This is an optimization exercise on Yosys and OpenROAD, whose aim is a short achievable clock period and few clock cycles, not a production implementation. Only simulation tests tie the RTL to the original design; equivalence was not proved. Power and IR drop assume default switching activity.

===== design.v =====
`timescale 1ns/10ps
`default_nettype none
module instruction_cache
(
    input  logic         CLK,
    input  logic         arst_n,
    input  logic         stall,
    input  logic [32-1:0]  pc,
    input  logic         pc_valid,
    output logic         cache_ready,
    output logic [32-1:0]       instruction,
    output logic         instruction_valid,
    output logic         l2_addr_valid,
    input  logic         l2_addr_ready,
    output logic [(24 + 4)-1:0]  l2_addr,
    output logic         l2_data_ready,
    input  logic         l2_data_valid,
    input  logic [(4 * 32)-1:0] l2_data
);
    localparam int SETS = 16;
    localparam int SW   = 4;
    localparam int TW   = 24;
    localparam int BW   = (4 * 32);
    localparam int AW   = (24 + 4);
    localparam int WW   = 32;
    localparam int ROWS = 2 * SETS;       
    localparam int SLOTS = 4 * ROWS;      
    localparam int QD  = 32;
    localparam int QPW = 5;          
    localparam int MD  = 8;
    localparam int RD  = 4;
    localparam int EW = 1 + 1 + SW + 2;
    logic            accept;
    logic            a_v;
    logic [TW-1:0]   a_tag;
    logic [SW-1:0]   a_set;
    logic [SETS-1:0] a_sel;
    logic [1:0]      a_wd;
    logic [1:0]      a_pre_h;      
    logic            a_pre_lru;
    logic            a_eqprev;     
    logic            a_sameset;    
    logic            p_v;          
    logic            p_alloc;
    logic            p_way;
    logic [TW-1:0]   tag0 [SETS];
    logic [TW-1:0]   tag1 [SETS];
    logic [SETS-1:0] vld0, vld1, lru;
    logic [SETS-1:0] i_sel;
    logic [1:0]      i_h;
    logic            i_lru;
    logic            l_hit, l_way, l_miss;
    logic            ready_n;
    logic            avalid_n;
    logic            dready_n;
    assign accept = pc_valid && !ready_n && !stall;
    always_comb
    begin
        i_h   = '0;
        i_lru = 1'b0;
        for (int i = 0; i < SETS; i++)
        begin
            i_sel[i] = (pc[7:4] == i);
            i_h[0]   = i_h[0] | (i_sel[i] && vld0[i] && (tag0[i] == pc[31:8]));
            i_h[1]   = i_h[1] | (i_sel[i] && vld1[i] && (tag1[i] == pc[31:8]));
            i_lru    = i_lru | (i_sel[i] && lru[i]);
        end
    end
    always_ff @(posedge CLK or negedge arst_n)
    begin
        if (!arst_n)
        begin
            a_v     <= 1'b0;
            p_v     <= 1'b0;
            p_alloc <= 1'b0;
            p_way   <= 1'b0;
        end
        else
        begin
            a_v     <= accept;
            p_v     <= a_v;
            p_alloc <= l_miss;
            p_way   <= l_way;
        end
    end
    always_ff @(posedge CLK)
    begin
        a_tag     <= pc[31:8];
        a_set     <= pc[7:4];
        a_wd      <= pc[3:2];
        a_sel     <= i_sel;
        a_pre_h   <= i_h;
        a_pre_lru <= i_lru;
        a_sameset <= (pc[7:4] == a_set);
        a_eqprev  <= (pc[7:4] == a_set) && (pc[31:8] == a_tag);
    end
    logic            h0, h1, lru_s, corr;
    logic [EW-1:0]   l_e;
    assign corr   = p_v && p_alloc && a_sameset;
    assign h0     = (corr && !p_way) ? a_eqprev : a_pre_h[0];
    assign h1     = (corr &&  p_way) ? a_eqprev : a_pre_h[1];
    assign lru_s  = (p_v && a_sameset) ? !p_way : a_pre_lru;
    assign l_hit  = h0 || h1;
    assign l_way  = l_hit ? h1 : lru_s;
    assign l_miss = a_v && !l_hit;
    assign l_e    = {!l_hit, l_way, a_set, a_wd};
    always_ff @(posedge CLK or negedge arst_n)
    begin
        if (!arst_n)
        begin
            vld0 <= '0;
            vld1 <= '0;
            lru  <= '0;
        end
        else
        begin
            for (int i = 0; i < SETS; i++)
            begin
                if (a_v && a_sel[i])
                begin
                    lru[i] <= !l_way;
                    if (!l_hit)
                    begin
                        if (lru[i])
                            vld1[i] <= 1'b1;
                        else
                            vld0[i] <= 1'b1;
                    end
                end
            end
        end
    end
    always_ff @(posedge CLK)
    begin
        for (int i = 0; i < SETS; i++)
        begin
            if (l_miss && a_sel[i] && lru[i])
                tag1[i] <= a_tag;
            if (l_miss && a_sel[i] && !lru[i])
                tag0[i] <= a_tag;
        end
    end
    logic            h_v;
    logic            h_miss;
    logic [ROWS-1:0] h_rsel;       
    logic [ROWS-1:0] h_we;         
    logic [1:0]      h_wd;
    logic [EW-1:0]   q [QD];
    logic [QPW-1:0]  q_rd, q_wr;
    logic            q_ne;
    logic [EW-1:0]   q_head;
    logic [QD+1:0]   occ_t;        
    logic            dl;
    logic            take;
    logic            busy;         
    logic [BW-1:0]   rb [RD];
    logic [RD-1:0]   rb_v;         
    logic [RD-1:0]   rb_t;         
    logic [RD-1:0]   rb_rd, rb_wr;  
    logic [BW-1:0]   rb_head;
    logic            rb_ne;
    logic            xfer;
    logic            direct;
    logic            rb_push, rb_pop;
    assign rb_ne  = rb_t[0];
    assign xfer   = l2_data_valid && !dready_n && busy;
    assign dl     = h_v && !stall && (!h_miss || rb_ne || xfer);
    assign direct = dl && h_miss && !rb_ne;
    assign rb_pop = dl && h_miss && rb_ne;
    assign rb_push = xfer && !direct;
    assign take   = !h_v || dl;
    assign q_head = q[q_rd];
    always_ff @(posedge CLK or negedge arst_n)
    begin
        if (!arst_n)
        begin
            h_v    <= 1'b0;
            h_miss <= 1'b0;
            h_we   <= '0;
            q_rd   <= '0;
            q_wr   <= '0;
            q_ne   <= 1'b0;
            occ_t  <= '0;
        end
        else
        begin
            if (take)
            begin
                h_v    <= q_ne;
                h_miss <= q_ne && q_head[EW-1];
                for (int r = 0; r < ROWS; r++)
                    h_we[r] <= q_ne && q_head[EW-1] && (q_head[EW-2:2] == r);
                if (q_ne)
                    q_rd <= q_rd + 1'b1;
            end
            if (a_v)
                q_wr <= q_wr + 1'b1;
            if (a_v)
                q_ne <= 1'b1;
            else if (take && q_ne)
                q_ne <= ((q_rd + 1'b1) != q_wr);
            if (accept && !dl)
                occ_t <= {occ_t[QD:0], 1'b1};
            else if (!accept && dl)
                occ_t <= {1'b0, occ_t[QD+1:1]};
        end
    end
    always_ff @(posedge CLK)
    begin
        if (take)
        begin
            h_wd <= q_head[1:0];
            for (int r = 0; r < ROWS; r++)
                h_rsel[r] <= (q_head[EW-2:2] == r);
        end
        if (a_v)
            q[q_wr] <= l_e;
    end
    logic [BW-1:0] arr [ROWS];
    logic [BW-1:0] fill;
    logic [BW-1:0] arr_blk;
    logic          d_v;
    logic [BW-1:0] d_blk;
    logic [1:0]    d_wd;
    assign fill = rb_ne ? rb_head : l2_data;
    always_ff @(posedge CLK)
    begin
        for (int r = 0; r < ROWS; r++)
            if (h_we[r])
                arr[r] <= fill;
    end
    always_comb
    begin
        arr_blk = '0;
        for (int r = 0; r < ROWS; r++)
            arr_blk = arr_blk | (arr[r] & {BW{h_rsel[r]}});
    end
    always_ff @(posedge CLK)
    begin
        if (!stall)
        begin
            d_blk <= h_miss ? fill : arr_blk;
            d_wd  <= h_wd;
        end
    end
    always_ff @(posedge CLK)
    begin
        instruction <= d_blk[d_wd * WW +: WW];
    end
    always_ff @(posedge CLK or negedge arst_n)
    begin
        if (!arst_n)
        begin
            d_v               <= 1'b0;
            instruction_valid <= 1'b0;
        end
        else
        begin
            instruction_valid <= d_v && !stall;
            if (!stall)
                d_v <= dl;
        end
    end
    always_ff @(posedge CLK or negedge arst_n)
    begin
        if (!arst_n)
        begin
            rb_v          <= '0;
            rb_t          <= '0;
            rb_rd         <= 1;
            rb_wr         <= 1;
            l2_data_ready <= 1'b0;
            dready_n      <= 1'b1;
        end
        else
        begin
            for (int i = 0; i < RD; i++)
            begin
                if (rb_push && rb_wr[i])
                    rb_v[i] <= 1'b1;
                else if (rb_pop && rb_rd[i])
                    rb_v[i] <= 1'b0;
            end
            if (rb_push)
                rb_wr <= {rb_wr[RD-2:0], rb_wr[RD-1]};
            if (rb_pop)
                rb_rd <= {rb_rd[RD-2:0], rb_rd[RD-1]};
            if (rb_pop && !rb_push)
                rb_t <= {1'b0, rb_t[RD-1:1]};
            else if (rb_push && !rb_pop)
                rb_t <= {rb_t[RD-2:0], 1'b1};
            l2_data_ready <= (rb_pop && !rb_push) ||
                             ((rb_push && !rb_pop) ? !rb_t[RD-2] : !rb_t[RD-1]);
            dready_n      <= !((rb_pop && !rb_push) ||
                             ((rb_push && !rb_pop) ? !rb_t[RD-2] : !rb_t[RD-1]));
        end
    end
    always_ff @(posedge CLK)
    begin
        for (int i = 0; i < RD; i++)
            if (!rb_v[i])
                rb[i] <= l2_data;
    end
    always_comb
    begin
        rb_head = '0;
        for (int i = 0; i < RD; i++)
            rb_head = rb_head | (rb[i] & {BW{rb_rd[i]}});
    end
    logic [AW-1:0]  mq [MD];
    logic [MD-1:0]  mq_rd, mq_wr;   
    logic [MD-1:0]  mq_t;           
    logic [AW-1:0]  mq_head;
    logic [AW-1:0]  l2_addr_d;
    logic [AW-1:0]  l2_addr_q;
    logic           free_now;
    logic           start;
    logic           mq_pop, mq_push;
    logic           mq_ne;
    assign mq_ne    = mq_t[0];
    assign free_now = (avalid_n && !busy) || (busy && xfer);
    assign start    = free_now && (mq_ne || l_miss);
    assign mq_pop   = start && mq_ne;
    assign l2_addr_d = mq_ne ? mq_head : {a_tag, a_set};
    assign mq_push  = l_miss && !(start && !mq_ne);
    always_comb
    begin
        mq_head = '0;
        for (int i = 0; i < MD; i++)
            mq_head = mq_head | (mq[i] & {AW{mq_rd[i]}});
    end
    always_ff @(posedge CLK or negedge arst_n)
    begin
        if (!arst_n)
        begin
            l2_addr_valid <= 1'b0;
            avalid_n      <= 1'b1;
            l2_addr       <= '0;
            busy          <= 1'b0;
            mq_rd         <= 1;
            mq_wr         <= 1;
            mq_t          <= '0;
        end
        else
        begin
            l2_addr_valid <= avalid_n ? start : !l2_addr_ready;
            avalid_n      <= avalid_n ? !start : l2_addr_ready;
            if (!avalid_n && l2_addr_ready)
                busy <= 1'b1;
            else if (busy && xfer)
                busy <= 1'b0;
            l2_addr <= start ? l2_addr_d : l2_addr_q;
            if (mq_pop)
                mq_rd <= {mq_rd[MD-2:0], mq_rd[MD-1]};
            if (mq_push)
                mq_wr <= {mq_wr[MD-2:0], mq_wr[MD-1]};
            if (mq_push && !mq_pop)
                mq_t <= {mq_t[MD-2:0], 1'b1};
            else if (!mq_push && mq_pop)
                mq_t <= {1'b0, mq_t[MD-1:1]};
        end
    end
    always_ff @(posedge CLK)
    begin
        if (start)
            l2_addr_q <= l2_addr_d;
        for (int i = 0; i < MD; i++)
            if (mq_push && mq_wr[i])
                mq[i] <= {a_tag, a_set};
    end
    always_ff @(posedge CLK or negedge arst_n)
    begin
        if (!arst_n)
        begin
            cache_ready <= 1'b1;
            ready_n     <= 1'b0;
        end
        else
        begin
            cache_ready <= !occ_t[QD-1] && !mq_t[MD-3];
            ready_n     <= occ_t[QD-1] || mq_t[MD-3];
        end
    end
endmodule
`default_nettype wire

===== flow/run.sh =====
#!/bin/bash
# The standard layout (the standard.sh, standard synthesis included),
# except that the port buffers buffer_ports inserts use buf_4 instead of the
# cell it picks by default (a delay buffer), which is slow on the I/O paths.
set -euo pipefail
bash standard.sh 'BUFFER_PORTS_ARGS=-buffer_cell sky130_fd_sc_hd__buf_4' finish > orfs_make.log 2>&1

===== standard.sh =====
#!/bin/bash
# synth_recipe.tcl (not shown) runs the flow's synth.tcl, then flattens the netlist and writes it again
# the make line also repeats each setting of config.mk as NAME=value (left out here)
make -C /OpenROAD-flow-scripts/flow DESIGN_CONFIG=/design/flow/config.mk WORK_HOME=/design/flow/orfs CLKGATE_MAP_FILE= SYNTH_SCRIPT=/design/flow/synth_recipe.tcl "${@:-finish}"

===== config.mk =====
export PLATFORM = sky130hd
export DESIGN_NAME = instruction_cache
export DESIGN_NICKNAME = instruction_cache
export VERILOG_FILES = /design/flow/design.v
export SDC_FILE = /design/flow/constraint.sdc
export NUM_CORES = 4
export LEC_CHECK = 0
export ABC_CLOCK_PERIOD_IN_PS = 2500
export CAP_MARGIN = 20
export CORE_MARGIN = 2
export CORE_UTILIZATION = 40
export SETUP_SLACK_MARGIN = 4.3
export SLEW_MARGIN = 20
export TNS_END_PERCENT = 5

===== constraint.sdc =====
create_clock -name core_clock -period 7.0 [get_ports {CLK}]
set_input_delay 1.4000 -clock core_clock [delete_from_list [all_inputs] [get_ports {CLK}]]
set_output_delay 1.4000 -clock core_clock [all_outputs]
set_load 0.01 [all_outputs]

==> results of run 1 <==
what timing repair did:
| item | in CTS | in global routing |
|---|---|---|
| gates resized for setup | 111 | 26 |
| setup buffers | 38 | 4 |
| cloned | 8 | 4 |
| setup endpoints to repair | 3136 | 1350 |
| pin swaps | 42 | 3 |
layout make-up:
| type | instances | area share |
|---|---|---|
| timing repair buffer | 721 | 0.0257 |
| inverter | 37 | 0.000707 |
| antenna | 26 | 0.000243 |
| tap | 7727 | 0.0362 |
| clock buffer | 847 | 0.0643 |
| multi-input combinational | 5286 | 0.157 |
| timing repair inverter | 2 | 0.0000562 |
| sequential | 6339 | 0.705 |
| clock inverter | 318 | 0.0115 |
per-layer routing:
layer / global-route usage / vias to the layer above / wire, microns
met3: 0.0510 / 1554 / 94900
met1: 0.361 / 71200 / 296000
met2: 0.400 / 9587 / 352000
met5: 0 / - / 260
li1: - / 52800 / -
met4: 0.0687 / 38 / 24700
worst max-delay path by stage:
stage	endpoint	slack, ps	cells after the start
2_1_floorplan	d_blk[0]	3340	1
3_3_place_gp	h_we[16]	2260	9
3_5_place_dp	h_we[16]	2220	9
4_1_cts	cache_ready	3800	1
5_1_grt	cache_ready	3830	1
6_report	a_pre_h[0]	3760	8
Yosys cell counts, drive strengths merged, types with 3 or more instances:
cell type / number
and3: 11
xnor2: 105
nor2: 242
a21oi: 179
a221oi: 667
mux2: 27
nand3b: 4
or3: 3
o21a: 3
a2bb2oi: 129
buf: 173
or2: 36
mux2i: 74
and2: 13
nand3: 372
nand2: 122
edfxtp: 6020
a22o: 665
clkbuf: 599
ha: 9
o21ai: 79
dfstp: 7
a32o: 8
a31oi: 144
nand2b: 7
nand4: 176
inv: 36
nor4: 211
nor2b: 6
dfxtp: 111
mux4: 89
nor3: 133
a22oi: 858
o22ai: 57
xor2: 701
o211ai: 3
dfrtp: 201
a222oi: 128
report_power, final:
group / total [uW] / leakage [uW] / internal (uW) / switching [uW]
Clock: 33300 / 0.00985 / 18500 / 14900
Sequential: 53000 / 0.0597 / 50400 / 2630
Combinational: 26100 / 0.0169 / 6640 / 19400
Total: 112000 / 0.0864 / 75500 / 36900
critical path: cells and delay by family:
kind	cells	cell delay, ps
AND/OR/NAND/NOR	5	1740
buffers and inverters	2	930
XOR/XNOR	1	140
cells by family after synthesis:
| group | count (synthesis) |
|---|---|
| mux | 190 |
| compound gates | 2934 |
| simple gates | 1342 |
| flops | 6339 |
| fa+ha+maj | 9 |
| xor+xnor | 806 |
| buf+inv | 809 |
registers in the layout (all words and copies together) (netlist names), 24 cells and up:
| signal | cells |
|---|---|
| arr | 4096 |
| instruction | 32 |
| h_we | 32 |
| occ_t | 34 |
| l2_addr_q | 28 |
| h_rsel | 32 |
| d_blk | 128 |
| rb | 512 |
| mq | 224 |
| tag0 | 384 |
| a_tag | 24 |
| l2_addr | 28 |
| tag1 | 384 |
| q | 256 |
stage by stage:
stage,instance area (sq um),util
final,267000,0.463
after detailed placement,246000,0.426
after floorplan,232000,-
after global routing,267000,0.463
after CTS,267000,0.463
after global placement,246000,0.425
==> reports/metrics.cfg, run 1 <==
[min_path]
min_path_type = input port to async pin

[place]
io_buffers = 227
pre_cts_ws_ps = 2220
post-dp-hpwl_mm = 369
place_congestion = 0.778
dp_cells = 20100

[setup_path]
crit_required_ps = 8000
cp_common_cell = nor4_1
cp_slowest_cell = nor4_1
cp_max_fo = 21
ff2ff_path_depth = 7
cp-startpoint = pc[22]
critPathCaptureType = flop
rr_endpoint = d_blk[58]
reg2reg_setup_slack_ps = 3880
critPathMaxStageDelay_ps = 810
start_kind = input port
critical_path_class = input port to flop
path_cells = buf_4 -> buf_4 -> xor2_1 -> nor4_1 -> nand3_1 -> nor4_1 -> nor4_1 -> nand4_1
arrival_ps = 4240
reg2reg_from = h_rsel[12]

[layout]
layout_commonest_cell = edfxtp_1
fill_cells = 48500
finalNonFillerCells = 21300
drive_above_1_share = 0.152
regArea_sq_um = 188000
area_delta_synth_final_pct = 15.4
nets = 13200
final_cell_mix = 6020 x edfxtp_1, 855 x a22oi_1, 701 x xor2_1, 665 x a22o_1, 664 x a221oi_1
multi_input_area_sq_um = 41900

[detailed_routing]
drt_wl_total_mm = 768
drc = 0
vias = 135000
wl_per_cell_microns = 36.1
drtIter0Drc = 21600
firstDrtPassIters = 9
routed_via_density = 6.35
antenna_left = 0

[logic_synthesis]
synthSimpleGateAreaFrac = 0.0298
synth_largest_area_cell = edfxtp_1
syn_avg_cell_area_sq_um = 18.6
synthArstFlopShare = 0.0328
synth_fa_ha_area_frac = 0.000486
synthDistinctLibCells = 66
ys_seq_area_frac = 0.812
synthMuxAreaShare = 0.0132
syn_nets = 12600
synth_enable_flop_cells = 6020
synth-seq-cells = 6339
ys.flop_type = edfxtp_1
netlist_area_sq_um = 232000
synth_cells = 12400
synth_top_area_frac = 0.780
synth_compound_area_frac = 0.101
synth_area_leaders = edfxtp_1 78%, a22oi_1 2.8%, xor2_1 2.6%
synth_xor_area_frac = 0.0305
yosysWarnings = 6
synth_top_family_by_area = compound AO/OA/AOI/OAI gates

[die]
die_w_microns = 765
die_h_microns = 765
dieArea_sq_um = 586000
initial_core_util = 0.401
core_sq_um = 577000
num_rows = 279
ioPinCount = 230

[power]
leakage_uw = 0.0864
power.total_uw = 112000
ir_drop_mv = 0.486
power_density_nw_per_um2 = 420

[outcome]
status = timing/DRC/antenna clean

[timing]
tns_ps = 0
worst_pin_slew_ps = 1330
period_needed_ps = 3240
period_share = 0.463
max_freq_mhz = 309
skew_ps = 126
whs_ps = 303
setup-violations-final = 0
fin_ws_ps = 3760
drv_slew = 0
slew_headroom = 0.113
rsz0062_at_grt = true
hold_viol = 0

[clock_tree]
clock-sinks = 6339
hold_buffers = 0
cts-root-buf = clkbuf_16
clockBufferDepth = 4
htreeDepth = 6
worstSkewPairLatency_ps = 1120
cts_made_buffers = 641
cts_tree = done
clkTransAtPathRegs_ps = 60

[global_route]
grt_pass1_vias = 129000
grt_max_degree = 110
gr-usage-all-layers = 0.254
antenna_found_initial = 57
grt_pass1_wl_mm = 1050
grt-ovfl-total = 0

[flow_run]
maxCapViolations = 0

Testbench counts, summed over its fixed seeds: cycles 32,676.
==> run 2: changes to the inputs <==
--- a/config.mk
+++ b/config.mk
@@ -7,8 +7,8 @@
 export LEC_CHECK = 0
 export ABC_CLOCK_PERIOD_IN_PS = 2500
-export CAP_MARGIN = 20
+export CAP_MARGIN = 40
 export CORE_MARGIN = 2
 export CORE_UTILIZATION = 40
 export SETUP_SLACK_MARGIN = 4.3
-export SLEW_MARGIN = 20
+export SLEW_MARGIN = 40
 export TNS_END_PERCENT = 5
==> reports/metrics.cfg, run 2 <==
[outcome]
status = timing/DRC/antenna clean  ; unchanged

[logic_synthesis]
synth_cells = 12400  ; unchanged
synth_top_area_frac = 0.780  ; unchanged
synth.most_common_cell = edfxtp_1  ; unchanged
synth-seq-cells = 6339  ; unchanged
netlist_area_sq_um = 232000  ; unchanged
synthSimpleGateAreaFrac = 0.0298  ; unchanged
syn_nets = 12600  ; unchanged
synth_compound_area_frac = 0.101  ; unchanged
synth_fa_ha_area_frac = 0.000486  ; unchanged
synthArstFlopShare = 0.0328  ; unchanged
synth_top_family_by_area = compound AO/OA/AOI/OAI gates  ; unchanged
synth_common_cells = 6020 x edfxtp_1, 857 x a22oi_1, 701 x xor2_1  ; unchanged
synthMuxAreaShare = 0.0132  ; unchanged
synth_area_leaders = edfxtp_1 78%, a22oi_1 2.8%, xor2_1 2.6%  ; unchanged
synth_xor_area_frac = 0.0305  ; unchanged
synth_largest_area_cell = edfxtp_1  ; unchanged
ys_seq_area_frac = 0.812  ; unchanged
synth_enable_flop_cells = 6020  ; unchanged
syn_avg_cell_area_sq_um = 18.6  ; unchanged
yosysWarnings = 6  ; unchanged
ys.flop_type = edfxtp_1  ; unchanged
synthDistinctLibCells = 66  ; unchanged

[timing]
max_freq_mhz = 311  ; was 309 MHz
setup-violations-final = 0  ; unchanged
worst_pin_slew_ps = 1020  ; was 1330 ps
slew_headroom = 0.321  ; was 0.113
period_needed_ps = 3220  ; was 3240 ps
rsz0062_at_grt = true  ; unchanged
skew_ps = 134  ; was 126 ps
whs_ps = 313  ; was 303 ps
tns_ps = 0  ; unchanged
period_share = 0.460  ; was 0.463
drv_slew = 0  ; unchanged
hold_viol = 0  ; unchanged
fin_ws_ps = 3780  ; was 3760 ps

[clock_tree]
htreeDepth = 6  ; unchanged
clockBufferDepth = 4  ; unchanged
clkTransAtPathRegs_ps = 60  ; about the same
cts_made_buffers = 644  ; was 641
cts_tree = done  ; unchanged
cts-root-buf = clkbuf_16  ; unchanged
clock-sinks = 6339  ; unchanged
worstSkewPairLatency_ps = 1130  ; was 1120 ps
hold_buffers = 0  ; unchanged

[power]
p_switching_uw = 37000  ; was 36900 uW
swShare = 0.327  ; was 0.328
intPower_uw = 75900  ; was 75500 uW
p_comb_frac = 0.236  ; was 0.232
power_density_nw_per_um2 = 420  ; about the same
clockPowerShare = 0.297  ; about the same
ir_drop_mv = 0.474  ; was 0.486 mV
pwr-share-seq = 0.467  ; was 0.472
leakage_uw = 0.0868  ; was 0.0864 uW

[die]
core_sq_um = 577000  ; unchanged
dieArea_sq_um = 586000  ; unchanged
die_w_microns = 765  ; unchanged
ioPinCount = 230  ; unchanged
num_rows = 279  ; unchanged
initial_core_util = 0.401  ; unchanged
die_h_microns = 765  ; unchanged

[layout]
final_cell_mix = 6020 x edfxtp_1, 857 x a22oi_1, 701 x xor2_1, 665 x a22o_1, 664 x a221oi_1  ; was 6020 x edfxtp_1, 855 x a22oi_1, 701 x xor2_1, 665 x a22o_1, 664 x a221oi_1
multi_input_area_sq_um = 42000  ; was 41900 sq um
top_regs = arr (4096), rb (512)  ; unchanged
fill_cells = 48400  ; was 48500
nets = 13200  ; about the same
top_register = arr  ; unchanged
regArea_sq_um = 188000  ; about the same
finalInstanceArea_sq_um = 269000  ; was 267000 sq um
fin_util = 0.465  ; was 0.463
drive_above_1_share = 0.155  ; was 0.152
largest_reg_flops = 4096  ; unchanged
area_delta_synth_final_pct = 15.8  ; was 15.4%
layout_commonest_cell = edfxtp_1  ; unchanged

[detailed_routing]
wl_per_cell_microns = 35.9  ; was 36.1 microns
drtIter0Drc = 21000  ; was 21600
antenna_left = 0  ; unchanged
drt_wl_total_mm = 766  ; was 768 mm
drc = 0  ; unchanged
firstDrtPassIters = 8  ; was 9
vias = 135000  ; about the same
routed_via_density = 6.33  ; was 6.35

[place]
post-dp-hpwl_mm = 377  ; was 369 mm
io_buffers = 227  ; unchanged
place_congestion = 0.778  ; unchanged
dpl_cell_area_sq_um = 247000  ; was 246000 sq um
pre_cts_ws_ps = 2240  ; was 2220 ps

[flow_run]
maxCapViolations = 0  ; unchanged

[setup_path]
critPathCaptureType = flop  ; unchanged
start_kind = flop  ; was input port
arrival_ps = 4040  ; was 4240 ps
ff2ff_path_depth = 4  ; was 7
reg2reg_setup_slack_ps = 3780  ; was 3880 ps
cp_max_fo = 38  ; was 21
crit_end = d_blk[61]  ; was a_pre_h[0]
rr_endpoint = d_blk[61]  ; was d_blk[58]
cp-startpoint = h_miss  ; was pc[22]
reg2reg_from = h_miss  ; was h_rsel[12]
critical_path_class = flop to flop  ; was input port to flop
crit_required_ps = 7820  ; was 8000 ps

[min_path]
min_path_type = input port to async pin  ; unchanged

[global_route]
grt-ovfl-total = 0  ; unchanged
grt_pass1_wl_mm = 1040  ; was 1050 mm
grt_max_degree = 110  ; unchanged
grt_pass1_vias = 129000  ; about the same
gr-usage-all-layers = 0.253  ; was 0.254
antenna_found_initial = 54  ; was 57

run 2: changes by cell type in the layout (fill, tap and decap cells not counted), sizes merged, moves of 3 or more:
cell,delta
buf,+38
diode,+13
inv,-9
bufinv,+5
clkbuf,+3
clkinv,+3
run 2: power by group through the flow:
stage          clock (uW)  sequential (uW)  combinational [uW]
2_1_floorplan           0            53900               10900
3_3_place_gp            0            53700               23900
3_5_place_dp            0            53500               25000
4_1_cts             33700            52600               25900
5_1_grt             35200            53000               27200
6_report            33500            52700               26700
run 2: worst min-delay path by stage:
stage | depth (start not counted) | end | slack (ps)
2_1_floorplan | 1 | a_v | 400
3_3_place_gp | 1 | a_v | 450
3_5_place_dp | 1 | vld0[13] | 450
4_1_cts | 1 | l2_addr_valid | 260
5_1_grt | 1 | l2_addr_valid | 310
6_report | 1 | l2_addr_valid | 310
run 2: layer usage:
layer | wire length [microns] | part of all wire | track usage | up-vias
met1 | 299000 | 0.39 | 0.361 | 71600
met2 | 353000 | 0.46 | 0.401 | 9218
li1 | - | - | - | 52900
met3 | 91800 | 0.12 | 0.0508 | 1367
met5 | 255 | 0.00033 | 0 | -
met4 | 22000 | 0.029 | 0.0640 | 38
run 2: final cells by class:
| cell class | count | area share |
|---|---|---|
| Timing Repair Buffer | 756 | 0.0285 |
| Inverter | 37 | 0.000704 |
| Antenna cell | 39 | 0.000363 |
| Timing Repair inverter | 2 | 0.0000559 |
| Clock inverter | 316 | 0.0122 |
| Tap cell | 7727 | 0.0360 |
| Clock buffer | 851 | 0.0640 |
| Multi-Input combinational cell | 5286 | 0.156 |
| Sequential cell | 6339 | 0.702 |
run 2: metrics by stage:
stage	std cells	power, uW
2_1_floorplan	12400	64700
3_3_place_gp	20100	77600
3_5_place_dp	20100	78500
4_1_cts	21300	112000
5_1_grt	21300	115000
6_report	21400	113000
run 2: what timing repair did:
| action | CTS | global route |
|---|---|---|
| pin swaps | 47 | 2 |
| setup endpoints to repair | 2935 | 1201 |
| resized for setup | 99 | 15 |
| cloned | 5 | 5 |
| buffers inserted | 34 | 1 |
run 2: critical path, cell delays in order (launching register included):
cell,delay (ps)
dfrtp_4,600
inv_8,300
buf_6,620
buf_4,640
a2bb2oi_1,720
run 2: cells by family after synthesis:
group,after synthesis
AOI/OAI and AO/OA,2934
xor gates and xnor gates,806
DFF,6339
adders and majority gates,9
muxes,190
and+or+nand+nor,1342
buffers and inverters,809
==> run 3: changes to the inputs <==
--- a/config.mk
+++ b/config.mk
@@ -12,3 +12,3 @@
 export SETUP_SLACK_MARGIN = 4.3
 export SLEW_MARGIN = 40
-export TNS_END_PERCENT = 5
+export TNS_END_PERCENT = 100
==> reports/metrics.cfg, run 3 <==
[outcome]
status = timing/DRC/antenna clean  ; unchanged

[layout]
final_cell_mix = 6020 x edfxtp_1, 854 x a22oi_1, 701 x xor2_1, 665 x a22o_1, 663 x a221oi_1  ; was 6020 x edfxtp_1, 857 x a22oi_1, 701 x xor2_1, 665 x a22o_1, 664 x a221oi_1
fill_cells = 48200  ; was 48400
layout_commonest_cell = edfxtp_1  ; unchanged
regArea_sq_um = 188000  ; about the same
finalInstanceArea_sq_um = 271000  ; was 269000 sq um
drive_above_1_share = 0.173  ; was 0.155
largest_reg_flops = 4096  ; unchanged
multi_input_area_sq_um = 42900  ; was 42000 sq um
top_regs = arr (4096), rb (512)  ; unchanged
top_register = arr  ; unchanged
area_delta_synth_final_pct = 17.0  ; was 15.8%
nets = 13400  ; was 13200

[setup_path]
critical_path_class = flop to output port  ; was flop to flop
crit_required_ps = 5600  ; was 7820 ps
critPathMaxStageDelay_ps = 470  ; was 720 ps
cp.depth = 1  ; was 4
cp_max_fo = 1  ; was 38
cp_slowest_cell = dfrtp_2  ; was a2bb2oi_1
reg2reg_from = q_rd[0]  ; was h_miss
ff2ff_path_depth = 8  ; was 4
rr_endpoint = h_we[25]  ; was d_blk[61]
reg2reg_setup_slack_ps = 4050  ; was 3780 ps
critPathCaptureType = output port  ; was flop
start_kind = flop  ; unchanged
path_delay_family = flip-flops  ; was buffers and inverters
arrival_ps = 1740  ; was 4040 ps
path_cells = buf_6  ; was inv_8 -> buf_6 -> buf_4 -> a2bb2oi_1
cp_num_buf_inv = 1  ; was 3

[timing]
setup-violations-final = 0  ; unchanged
max_freq_mhz = 318  ; was 311 MHz
slew_headroom = 0.337  ; was 0.321
rsz0062_at_grt = true  ; unchanged
period_needed_ps = 3140  ; was 3220 ps
hold_viol = 0  ; unchanged
skew_ps = 129  ; was 134 ps
period_share = 0.449  ; was 0.460
drv_slew = 0  ; unchanged
worst_pin_slew_ps = 994  ; was 1020 ps
tns_ps = 0  ; unchanged
whs_ps = 268  ; was 313 ps

[global_route]
grt-ovfl-total = 0  ; unchanged
antenna_found_initial = 42  ; was 54
grt_max_degree = 109  ; was 110
grt_pass1_wl_mm = 1060  ; was 1040 mm
grt_pass1_vias = 129000  ; about the same
gr-usage-all-layers = 0.259  ; was 0.253

[logic_synthesis]
ys_seq_area_frac = 0.812  ; unchanged
netlist_area_sq_um = 232000  ; unchanged
synth_area_leaders = edfxtp_1 78%, a22oi_1 2.8%, xor2_1 2.6%  ; unchanged
synth_largest_area_cell = edfxtp_1  ; unchanged
synthDistinctLibCells = 66  ; unchanged
synthArstFlopShare = 0.0328  ; unchanged
synth-seq-cells = 6339  ; unchanged
synth_top_area_frac = 0.780  ; unchanged
syn_avg_cell_area_sq_um = 18.6  ; unchanged
synth.most_common_cell = edfxtp_1  ; unchanged
synth_enable_flop_cells = 6020  ; unchanged
synth_cells = 12400  ; unchanged
ys.flop_type = edfxtp_1  ; unchanged
syn_nets = 12600  ; unchanged
yosysWarnings = 6  ; unchanged
synth_common_cells = 6020 x edfxtp_1, 857 x a22oi_1, 701 x xor2_1  ; unchanged

[die]
ioPinCount = 230  ; unchanged
die_h_microns = 765  ; unchanged
dieArea_sq_um = 586000  ; unchanged
core_sq_um = 577000  ; unchanged
num_rows = 279  ; unchanged
die_w_microns = 765  ; unchanged
initial_core_util = 0.401  ; unchanged

[power]
power_density_nw_per_um2 = 421  ; was 420 nW/um^2
leakage_uw = 0.0878  ; was 0.0868 uW
ir_drop_mv = 0.449  ; was 0.474 mV

[place]
dpl_cell_area_sq_um = 247000  ; about the same
place_congestion = 0.780  ; was 0.778
post-dp-hpwl_mm = 384  ; was 377 mm
io_buffers = 227  ; unchanged

[detailed_routing]
antenna_left = 0  ; unchanged
drc = 0  ; unchanged
vias = 137000  ; was 135000
drtIter0Drc = 21700  ; was 21000
drt_wl_total_mm = 787  ; was 766 mm
routed_via_density = 6.40  ; was 6.33
wl_per_cell_microns = 36.7  ; was 35.9 microns
firstDrtPassIters = 8  ; unchanged

[clock_tree]
cts_tree = done  ; unchanged
clock-sinks = 6339  ; unchanged
clockBufferDepth = 4  ; unchanged
htreeDepth = 6  ; unchanged
cts_made_buffers = 640  ; was 644
worstSkewPairLatency_ps = 1140  ; was 1130 ps
cts-root-buf = clkbuf_16  ; unchanged
clkTransAtPathRegs_ps = 60  ; about the same

[min_path]
min_path_type = input port to async pin  ; unchanged

[flow_run]
maxCapViolations = 0  ; unchanged

run 3: cell count changes in the layout (fill, tap and decap cells not counted), moves of 11 or more:
cell       delta
nor4_1       -14
dfxtp_1      -30
dfxtp_2      +28
a2bb2oi_1    -18
nor4_2       +11
diode_2      -17
buf_4        -35
nor2_1       -25
clkbuf_1     -17
nor2_4       +39
buf_6       +100
clkinv_2     +15
a2bb2oi_2    +18
buf_12       +52
run 3: how the worst max path moves through the flow:
stage | slack [ps] | endpoint | startpoint
finish | 3860 | l2_addr[3] | l2_addr[3]
global route | 3820 | cache_ready | cache_ready
CTS | 3800 | cache_ready | cache_ready
detailed placement | 2560 | h_we[0] | l2_data_valid
global placement | 2390 | h_we[16] | l2_data_valid
floorplan | 3340 | d_blk[0] | stall
run 3: repair_timing:
action                                  in CTS  in global routing
hold buffers                                 0                  0
gates resized for setup                    300                108
pin swaps                                   53                 51
buffers inserted                            94                 38
endpoints found under the setup margin    2757                836
cloned                                      29                 15
run 3: stage by stage:
stage          std cells  worst slack [ps]  power (uW)  utilization
2_1_floorplan      12400              3340       64900            -
3_5_place_dp       20100              2560       78600        0.428
6_report           21500              3860      114000        0.470
3_3_place_gp       20100              2390       77900        0.426
5_1_grt            21500              3820      116000        0.470
4_1_cts            21400              3800      113000        0.468
run 3: routing by layer:
metal	vias up	wire length, microns	track usage
met5	-	196	0
met4	30	27800	0.0750
met3	1589	96300	0.0479
met2	10000	362000	0.409
met1	72600	301000	0.368
li1	53300	-	-
run 3: logic make-up after synthesis:
kind of cell | after synthesis | share of synthesized area
multiplexers | 190 | 0.0132
adder cells (fa/ha/maj) | 9 | 0.000486
AO/OA/AOI/OAI | 2934 | 0.101
AND/OR/NAND/NOR | 1342 | 0.0298
XOR/XNOR | 806 | 0.0305
buffers and inverters | 809 | 0.0134
flip-flops | 6339 | 0.812
run 3: worst register-to-register path, delay by kind of cell, from the launching register on:
family | cells | cell delay [ps]
AO/OA/AOI/OAI | 1 | 180
buffers and inverters | 2 | 260
flip-flops | 1 | 490
multiplexers | 3 | 1490
AND/OR/NAND/NOR | 2 | 460
run 3: report_power, final:
group | internal [uW] | total [uW] | switching (uW)
logic | 7310 | 27800 | 20500
clock network | 18600 | 33600 | 15000
registers | 50400 | 52800 | 2380
total | 76300 | 114000 | 37800
run 3: cell type report:
class                           instances  area share
Tap cell                             7727      0.0356
Sequential cell                      6339       0.695
Timing Repair inverter                  1   0.0000185
Clock inverter                        329      0.0123
Antenna cell                           22    0.000203
Timing Repair Buffer                  872      0.0353
Multi-Input combinational cell       5315       0.158
Inverter                               37    0.000655
Clock buffer                          835      0.0630
==> run 4: changes to the inputs <==
--- a/design.v
+++ b/design.v
@@ -178,4 +178,5 @@
             h_miss <= 1'b0;
             h_we   <= '0;
+            h_rsel <= '0;
             q_rd   <= '0;
             q_wr   <= '0;
@@ -191,4 +192,6 @@
                 for (int r = 0; r < ROWS; r++)
                     h_we[r] <= q_ne && q_head[EW-1] && (q_head[EW-2:2] == r);
+                for (int r = 0; r < ROWS; r++)
+                    h_rsel[r] <= (q_head[EW-2:2] == r);
                 if (q_ne)
                     q_rd <= q_rd + 1'b1;
@@ -211,6 +214,4 @@
         begin
             h_wd <= q_head[1:0];
-            for (int r = 0; r < ROWS; r++)
-                h_rsel[r] <= (q_head[EW-2:2] == r);
         end
         if (a_v)
@@ -236,11 +237,15 @@
             arr_blk = arr_blk | (arr[r] & {BW{h_rsel[r]}});
     end
+    always_ff @(posedge CLK or negedge arst_n)
+    begin
+        if (!arst_n)
+            d_blk <= '0;
+        else if (!stall)
+            d_blk <= h_miss ? fill : arr_blk;
+    end
     always_ff @(posedge CLK)
     begin
         if (!stall)
-        begin
-            d_blk <= h_miss ? fill : arr_blk;
-            d_wd  <= h_wd;
-        end
+            d_wd <= h_wd;
     end
     always_ff @(posedge CLK)
==> reports/metrics.cfg, run 4 <==
[logic_synthesis]
synthDistinctLibCells = 63  ; was 66
synth_cells = 12700  ; was 12400
netlist_area_sq_um = 233000  ; was 232000 sq um
synthMuxAreaShare = 0.0128  ; was 0.0132
synth_xor_area_frac = 0.0304  ; was 0.0305
synth_largest_area_cell = edfxtp_1  ; unchanged
ys_seq_area_frac = 0.804  ; was 0.812
synth_area_leaders = edfxtp_1 75%, dfrtp_1 3.9%, a221oi_1 3.5%  ; was edfxtp_1 78%, a22oi_1 2.8%, xor2_1 2.6%
yosysWarnings = 6  ; unchanged
synth_top_family_by_area = compound AO/OA/AOI/OAI gates  ; unchanged
synth.most_common_cell = edfxtp_1  ; unchanged
synth_fa_ha_area_frac = 0.000483  ; was 0.000486
synth-seq-cells = 6339  ; unchanged
synth_enable_flop_cells = 5860  ; was 6020
synthSimpleGateAreaFrac = 0.0295  ; was 0.0298
synth_compound_area_frac = 0.107  ; was 0.101
synth_common_cells = 5860 x edfxtp_1, 932 x a221oi_1, 822 x a22o_1  ; was 6020 x edfxtp_1, 857 x a22oi_1, 701 x xor2_1
syn_nets = 12900  ; was 12600
synth_top_area_frac = 0.755  ; was 0.780
synthArstFlopShare = 0.0581  ; was 0.0328
ys.flop_type = edfxtp_1  ; unchanged
syn_avg_cell_area_sq_um = 18.3  ; was 18.6 sq um

[global_route]
grt-ovfl-total = 0  ; unchanged
antenna_found_initial = 39  ; was 42
grt_max_degree = 106  ; was 109
gr-usage-all-layers = 0.263  ; was 0.259
grt_pass1_wl_mm = 1090  ; was 1060 mm
grt_pass1_vias = 132000  ; was 129000

[setup_path]
path_delay_family = flip-flops  ; unchanged
arrival_ps = 1740  ; about the same
start_kind = flop  ; unchanged
cp_num_buf_inv = 1  ; unchanged
critical_path_class = flop to output port  ; unchanged
cp_max_fo = 1  ; unchanged
path_cells = buf_6  ; unchanged
cp_slowest_cell = dfxtp_4  ; was dfrtp_2
critPathCaptureType = output port  ; unchanged
crit_required_ps = 5600  ; about the same
critPathMaxStageDelay_ps = 480  ; was 470 ps

[timing]
skew_ps = 160  ; was 129 ps
worst_pin_slew_ps = 1030  ; was 994 ps
drv_slew = 0  ; unchanged
period_needed_ps = 3140  ; about the same
slew_headroom = 0.312  ; was 0.337
setup-violations-final = 0  ; unchanged
rsz0062_at_grt = true  ; unchanged
max_freq_mhz = 319  ; was 318 MHz
period_share = 0.448  ; was 0.449
hold_viol = 0  ; unchanged
tns_ps = 0  ; unchanged

[detailed_routing]
drtIter0Drc = 22200  ; was 21700
drc = 0  ; unchanged
drt_wl_total_mm = 813  ; was 787 mm
wl_per_cell_microns = 37.2  ; was 36.7 microns
vias = 140000  ; was 137000
antenna_left = 0  ; unchanged
routed_via_density = 6.40  ; about the same
firstDrtPassIters = 9  ; was 8

[place]
dp_cells = 20300  ; was 20100
post-dp-hpwl_mm = 396  ; was 384 mm
io_buffers = 227  ; unchanged
place_congestion = 0.790  ; was 0.780

[layout]
final_cell_mix = 5860 x edfxtp_1, 903 x a221oi_1, 822 x a22o_1, 705 x xor2_1, 653 x clkbuf_16  ; was 6020 x edfxtp_1, 854 x a22oi_1, 701 x xor2_1, 665 x a22o_1, 663 x a221oi_1
drive_above_1_share = 0.179  ; was 0.173
regArea_sq_um = 188000  ; about the same
largest_reg_flops = 4096  ; unchanged
nets = 13700  ; was 13400
fill_cells = 48200  ; about the same
fin_util = 0.470  ; about the same
multi_input_area_sq_um = 43900  ; was 42900 sq um
top_register = arr  ; unchanged
top_regs = arr (4096), rb (512)  ; unchanged
finalNonFillerCells = 21800  ; was 21500
area_delta_synth_final_pct = 17.0  ; about the same
layout_commonest_cell = edfxtp_1  ; unchanged

[clock_tree]
cts-root-buf = clkbuf_16  ; unchanged
clkTransAtPathRegs_ps = 60  ; about the same
clock-sinks = 6339  ; unchanged
worstSkewPairLatency_ps = 1130  ; was 1140 ps
htreeDepth = 6  ; unchanged
clockBufferDepth = 4  ; unchanged
cts_tree = done  ; unchanged
cts_made_buffers = 634  ; was 640
hold_buffers = 0  ; unchanged

[die]
ioPinCount = 230  ; unchanged
core_sq_um = 581000  ; was 577000 sq um
dieArea_sq_um = 589000  ; was 586000 sq um
die_w_microns = 768  ; was 765 microns
num_rows = 280  ; was 279
die_h_microns = 768  ; was 765 microns
initial_core_util = 0.401  ; about the same

[flow_run]
maxCapViolations = 0  ; unchanged

[power]
power_density_nw_per_um2 = 444  ; was 421 nW/um^2
leakage_uw = 0.0895  ; was 0.0878 uW
power.total_uw = 121000  ; was 114000 uW
ir_drop_mv = 0.391  ; was 0.449 mV

[min_path]
min_path_type = input port to async pin  ; unchanged

[outcome]
status = timing/DRC/antenna clean  ; unchanged

run 4: changes by cell type after synthesis, moves of 18 or more:
cell,before,now
a31oi_1,144,18
dfrtp_1,201,361
a22o_1,665,822
a21o_1,2,257
nor2_1,239,217
inv_1,36,162
edfxtp_1,6020,5860
mux2i_1,74,92
a221oi_1,666,932
clkbuf_1,599,618
a22oi_1,857,584
a2bb2oi_1,129,0
run 4: metal layers:
layer / global-route usage / share of wire / vias to the layer above
met5: 0 / 0.00020 / -
met4: 0.0991 / 0.048 / 22
met3: 0.0592 / 0.13 / 1845
met2: 0.413 / 0.46 / 10200
met1: 0.360 / 0.37 / 73400
li1: - / - / 54300
run 4: worst paths after layout:
check,from,to,slack [ps],cells past startpoint
setup / recovery,instruction[12],instruction[12],3860,1
hold / removal,arst_n,instruction_valid,360,1
setup reg to reg,p_v,tag0[15][18],4110,5
hold reg to reg,h_wd[1],d_wd[1],410,0
max in group asynchronous,arst_n,vld0[1],5400,2
min in group core_clock,h_wd[1],d_wd[1],410,0
run 4: layout make-up:
type / instances / share of cell area
diodes: 10 / 0.0000917
clock buffers: 924 / 0.0654
clock inverters: 240 / 0.00839
inverters: 162 / 0.00369
multi-input cells: 5463 / 0.161
flip-flops and latches: 6339 / 0.688
well taps: 7755 / 0.0355
repair buffers: 823 / 0.0349
repair inverters: 111 / 0.00303
run 4: cell families (layout without fill, tap and decap cells):
logic type | count (synthesis) | in the layout
buffers and inverters | 966 | 2260
multiplexers | 196 | 196
AND/OR/NAND/NOR | 1326 | 1354
adder cells (fa/ha/maj) | 9 | 9
other | 0 | 10
XOR/XNOR | 809 | 809
AO/OA/AOI/OAI | 3094 | 3095
flip-flops | 6339 | 6339
run 4: per-stage QoR:
stage | setup WS [ps] | hold WS, ps | area (sq um)
2_1_floorplan | 4140 | 400 | 234000
3_3_place_gp | 2260 | 406 | 246000
3_5_place_dp | 2790 | 405 | 247000
4_1_cts | 3830 | 310 | 270000
5_1_grt | 3830 | 379 | 273000
6_report | 3860 | 357 | 273000
run 4: power breakdown:
part	internal [uW]	switching, uW
Sequential	49900	3510
Combinational	10200	24400
Clock	18600	14700
Total	78700	42600
run 4: timing repair:
| item | in CTS | in global routing |
|---|---|---|
| resized for setup | 526 | 193 |
| pin swaps | 32 | 35 |
| buffers inserted | 108 | 100 |
| setup endpoints to repair | 4844 | 3004 |
| gates cloned | 102 | 49 |
Testbench counts of run 4, summed over its fixed seeds: cycles 32,676.

==> static timing again, ports no longer ideal <==
No port has a modelled driver above. Below, the same layouts with a new extraction and two added sets of constraints.
Step 1, drivers: a clkbuf_16 drives CLK and a buf_2 each remaining input, both assumed.
Step 2 adds t to the input delays and takes it off the output delays; t is the mean of the earliest and latest rising clock arrival at the registers after step 1. Input paths then give back, and output paths get back, about the clock's delay inside the block.
Three values: ideal, step 1, step 2; two values: the first two.
run	t, ns	setup WS [ns]	worst hold slack (ns)	clock arrival spread, ns	worst data-port slew with drivers (ns)
run 1	1.203	3.762 / 3.757 / 2.666	0.303 / 0.219 / 0.463	0.138 / 0.138	0.22
run 2	1.208	3.780 / 3.754 / 2.917	0.313 / 0.227 / 0.464	0.145 / 0.145	0.23
run 3	1.205	3.859 / 3.726 / 3.159	0.268 / 0.183 / 0.423	0.132 / 0.132	0.33
run 4	1.175	3.862 / 3.744 / 3.197	0.357 / 0.288 / 0.415	0.169 / 0.168	0.18
After both steps every run listed still meets setup and hold. The setup slack of run 1, which loses most, moves by -0.005 ns with the drivers and by -1.096 ns with both steps.
